From an optimization exercise on the open Yosys and OpenROAD flow, aimed at small area, a short achievable clock period and few clock cycles per item; shortcuts taken in it are not production practice.
RTL that was checked went through simulation tests only; none was proved equivalent to the original.

trial 26:
==> flow/design.v <==
`default_nettype none
package cacheCfgPkg;
	localparam int TagWidth = 26;
	localparam int IndexWidth = 3;
	localparam int NumSets = 8;  
	localparam int WordsPerBlock = 2;
	localparam int NumWays = 2;
	typedef logic [TagWidth-1:0] tagT;
	typedef logic [IndexWidth-1:0] indexT;
	typedef enum logic [2:0] {
		Idle,
		WriteBack0,  
		WriteBack1,
		Fill0,  
		Fill1
	} ctrlStateT;
endpackage
`default_nettype wire
`default_nettype none
package cpuTypesPkg;
	typedef logic [31:0] wordT;
	typedef struct packed {
		logic [25:0] tag;  
		logic [2:0] index;  
		logic wordSel;  
		logic [1:0] byteOff;  
	} dAddrFieldsT;
	typedef union packed {
		wordT flat;
		dAddrFieldsT fields;
	} dAddrT;
endpackage
`default_nettype wire
`timescale 1ns/1ps
`default_nettype none
module dcacheTop (
	input logic CLK,
	input logic nRST,
	input logic dmemREN,
	input logic dmemWEN,
	input logic [31:0] dmemAddr,
	input logic [31:0] dmemStore,
	output logic [31:0] dmemLoad,
	output logic dhit,
	output logic dREN,
	output logic dWEN,
	output logic [31:0] dAddr,
	output logic [31:0] dStore,
	input logic [31:0] dLoad,
	input logic dwait
);
	localparam logic [1:0] Idle = 2'd0, WB1 = 2'd1, F0 = 2'd2, F1 = 2'd3;
	logic [1:0] state;
	logic [7:0] valid0, valid1, dirty0, dirty1, lru;
	logic [25:0] tag0 [8];
	logic [25:0] tag1 [8];
	logic [31:0] data0 [8][2];
	logic [31:0] data1 [8][2];
	logic [25:0] reqTag;
	logic [2:0] idx;
	logic ws, req;
	assign reqTag = dmemAddr[31:6];
	assign idx = dmemAddr[5:3];
	assign ws = dmemAddr[2];
	assign req = dmemREN | dmemWEN;
	logic hit0, hit1, hit, v, vdirty, idle;
	assign idle = (state == Idle);
	assign hit0 = valid0[idx] && (tag0[idx] == reqTag);
	assign hit1 = valid1[idx] && (tag1[idx] == reqTag);
	assign hit = hit0 | hit1;
	assign v = lru[idx];
	assign vdirty = v ? dirty1[idx] : dirty0[idx];  
	logic miss;
	assign miss = idle & req & ~hit;
	logic [31:0] w00, w01, w10, w11;
	assign w00 = data0[idx][0];
	assign w01 = data0[idx][1];
	assign w10 = data1[idx][0];
	assign w11 = data1[idx][1];
	logic [31:0] rd0, rd1;
	assign rd0 = ws ? w01 : w00;
	assign rd1 = ws ? w11 : w10;
	logic wbPhase;
	assign wbPhase = (state == WB1);
	assign dhit = (idle & req & hit) | ((state == F1) & ~dwait);
	assign dWEN = (miss & vdirty) | wbPhase;
	assign dREN = (miss & ~vdirty) | (state == F0) | (state == F1);
	logic [25:0] vtag;
	assign vtag = v ? tag1[idx] : tag0[idx];
	assign dAddr = {((idle & vdirty) | wbPhase) ? vtag : reqTag, idx, state[0], 2'b00};
	assign dStore = v ? (wbPhase ? w11 : w10) : (wbPhase ? w01 : w00);
	always_comb begin
		if (state == F1)
			dmemLoad = ws ? dLoad : (v ? w10 : w00);
		else
			dmemLoad = hit1 ? rd1 : rd0;
	end
	logic fillTake, fillWord, fillDone;
	assign fillTake = ~dwait & (((miss & ~vdirty) | (state == F0)) | (state == F1));
	assign fillWord = (state == F1);
	assign fillDone = (state == F1) & ~dwait;
	logic [31:0] fillData;
	assign fillData = (dmemWEN && ws == fillWord) ? dmemStore : dLoad;
	logic storeHit;
	assign storeHit = idle & dmemWEN & hit;
	always_ff @(posedge CLK) begin
		if (storeHit & hit0) data0[idx][ws] <= dmemStore;
		else if (fillTake & ~v) data0[idx][fillWord] <= fillData;
		if (storeHit & hit1) data1[idx][ws] <= dmemStore;
		else if (fillTake & v) data1[idx][fillWord] <= fillData;
		if (fillDone & ~v) tag0[idx] <= reqTag;
		if (fillDone & v) tag1[idx] <= reqTag;
	end
	logic [1:0] nextState;
	always_comb begin
		nextState = state;
		case (state)
			Idle: if (miss & ~dwait) nextState = vdirty ? WB1 : F1;
			WB1: if (~dwait) nextState = F0;
			F0: if (~dwait) nextState = F1;
			default: if (~dwait) nextState = Idle;
		endcase
	end
	always_ff @(posedge CLK or negedge nRST) begin
		if (!nRST) begin
			state <= Idle;
			valid0 <= '0;
			valid1 <= '0;
			dirty0 <= '0;
			dirty1 <= '0;
			lru <= '0;
		end else begin
			state <= nextState;
			if (idle & req & hit) begin
				lru[idx] <= hit0;
				if (dmemWEN) begin
					if (hit0) dirty0[idx] <= 1'b1;
					if (hit1) dirty1[idx] <= 1'b1;
				end
			end
			if (fillDone) begin
				lru[idx] <= ~v;
				if (v) begin
					valid1[idx] <= 1'b1;
					dirty1[idx] <= dmemWEN;
				end else begin
					valid0[idx] <= 1'b1;
					dirty0[idx] <= dmemWEN;
				end
			end
		end
	end
endmodule
`default_nettype wire
export LEC_CHECK = 0
export CAP_MARGIN = 20
export CORE_MARGIN = 2
export CORE_UTILIZATION = 40
export SLEW_MARGIN = 20
create_clock -name core_clock -period 7.5 [get_ports {CLK}]
run.sh (not shown) runs the stock make flow with config.mk's settings and CLKGATE_MAP_FILE= SYNTH_SCRIPT=/design/flow/synth_recipe.tcl, a recipe that flattens the netlist after the stock synthesis.
Trial 26 finished every stage and its layout cleared the timing, design-rule and antenna checks.
Testbench counts of trial 26, summed over its fixed seeds: cycles 85,752, items 24,000.
Here is what was changed in the inputs of build 90 compared with trial 26.
--- a/flow/design.v
+++ b/flow/design.v
@@ -62,14 +62,21 @@
 	assign reqTag = dmemAddr[31:6];
 	assign idx = dmemAddr[5:3];
 	assign ws = dmemAddr[2];
 	assign req = dmemREN | dmemWEN;
 	logic hit0, hit1, hit, v, vdirty, idle;
 	assign idle = (state == Idle);
-	assign hit0 = valid0[idx] && (tag0[idx] == reqTag);
-	assign hit1 = valid1[idx] && (tag1[idx] == reqTag);
+	logic [7:0] match0, match1;
+	always_comb begin
+		for (int s = 0; s < 8; s++) begin
+			match0[s] = valid0[s] && (tag0[s] == reqTag);
+			match1[s] = valid1[s] && (tag1[s] == reqTag);
+		end
+	end
+	assign hit0 = match0[idx];
+	assign hit1 = match1[idx];
 	assign hit = hit0 | hit1;
 	assign v = lru[idx];
 	assign vdirty = v ? dirty1[idx] : dirty0[idx];  
 	logic miss;
 	assign miss = idle & req & ~hit;
 	logic [31:0] w00, w01, w10, w11;
==> comparison <==
- Trial 26 → build 90: detailed-routed wire length on met2 went up about 14%; cell area after synthesis went up 5.6%; number of nets in the layout went up 413; instance count of the mapped netlist went up 13%.
- Number of global-route vias before repair up 3,680 in build 90 wrt trial 26
- Critical path depth: build 90 and trial 26 compared, higher one is build 90
- Comparing build 90 and trial 26, the lower first-pass GRT wire length was measured on trial 26.
- Comparing build 90 and trial 26, register-to-register slack is higher on build 90.
- Build 90 vs. trial 26: cell depth of the worst min-delay path went down by 1; peak clock frequency supported by timing went up by 1.1%.
For build 90, only the layout was checked, not whether the RTL still works.

-- re-timing with driven ports --
The flow's constraints put no driver on any port. The routed layouts listed below were extracted and timed again, unchanged, in two steps.
Step 1 sets driving cells, clkbuf_16 on the clock port and buf_2 on the other inputs (assumed; they add their load-dependent delay and slew).
Step 2 adds t to the input delays and takes it off the output delays; t is the mean of the earliest and latest rising clock arrival at the registers after step 1. Input paths then give back, and output paths get back, about the clock's delay inside the block.
Three values: ideal ports, drivers, drivers and shift; two values: the first two.
run | shift t [ns] | slack for setup (ns) | hold slack, ns | clock arrival spread, ns
trial 26 | 0.883 | 0.169 / 0.116 / 0.116 | 0.444 / 0.444 / 0.444 | 0.050 / 0.051
build 90 | 0.879 | 0.250 / 0.214 / 0.214 | 0.511 / 0.511 / 0.511 | 0.045 / 0.045
After both steps every run listed still meets setup and hold. For trial 26, which loses most, drivers alone change the setup slack by -0.053 ns; drivers and shift together by -0.053 ns.
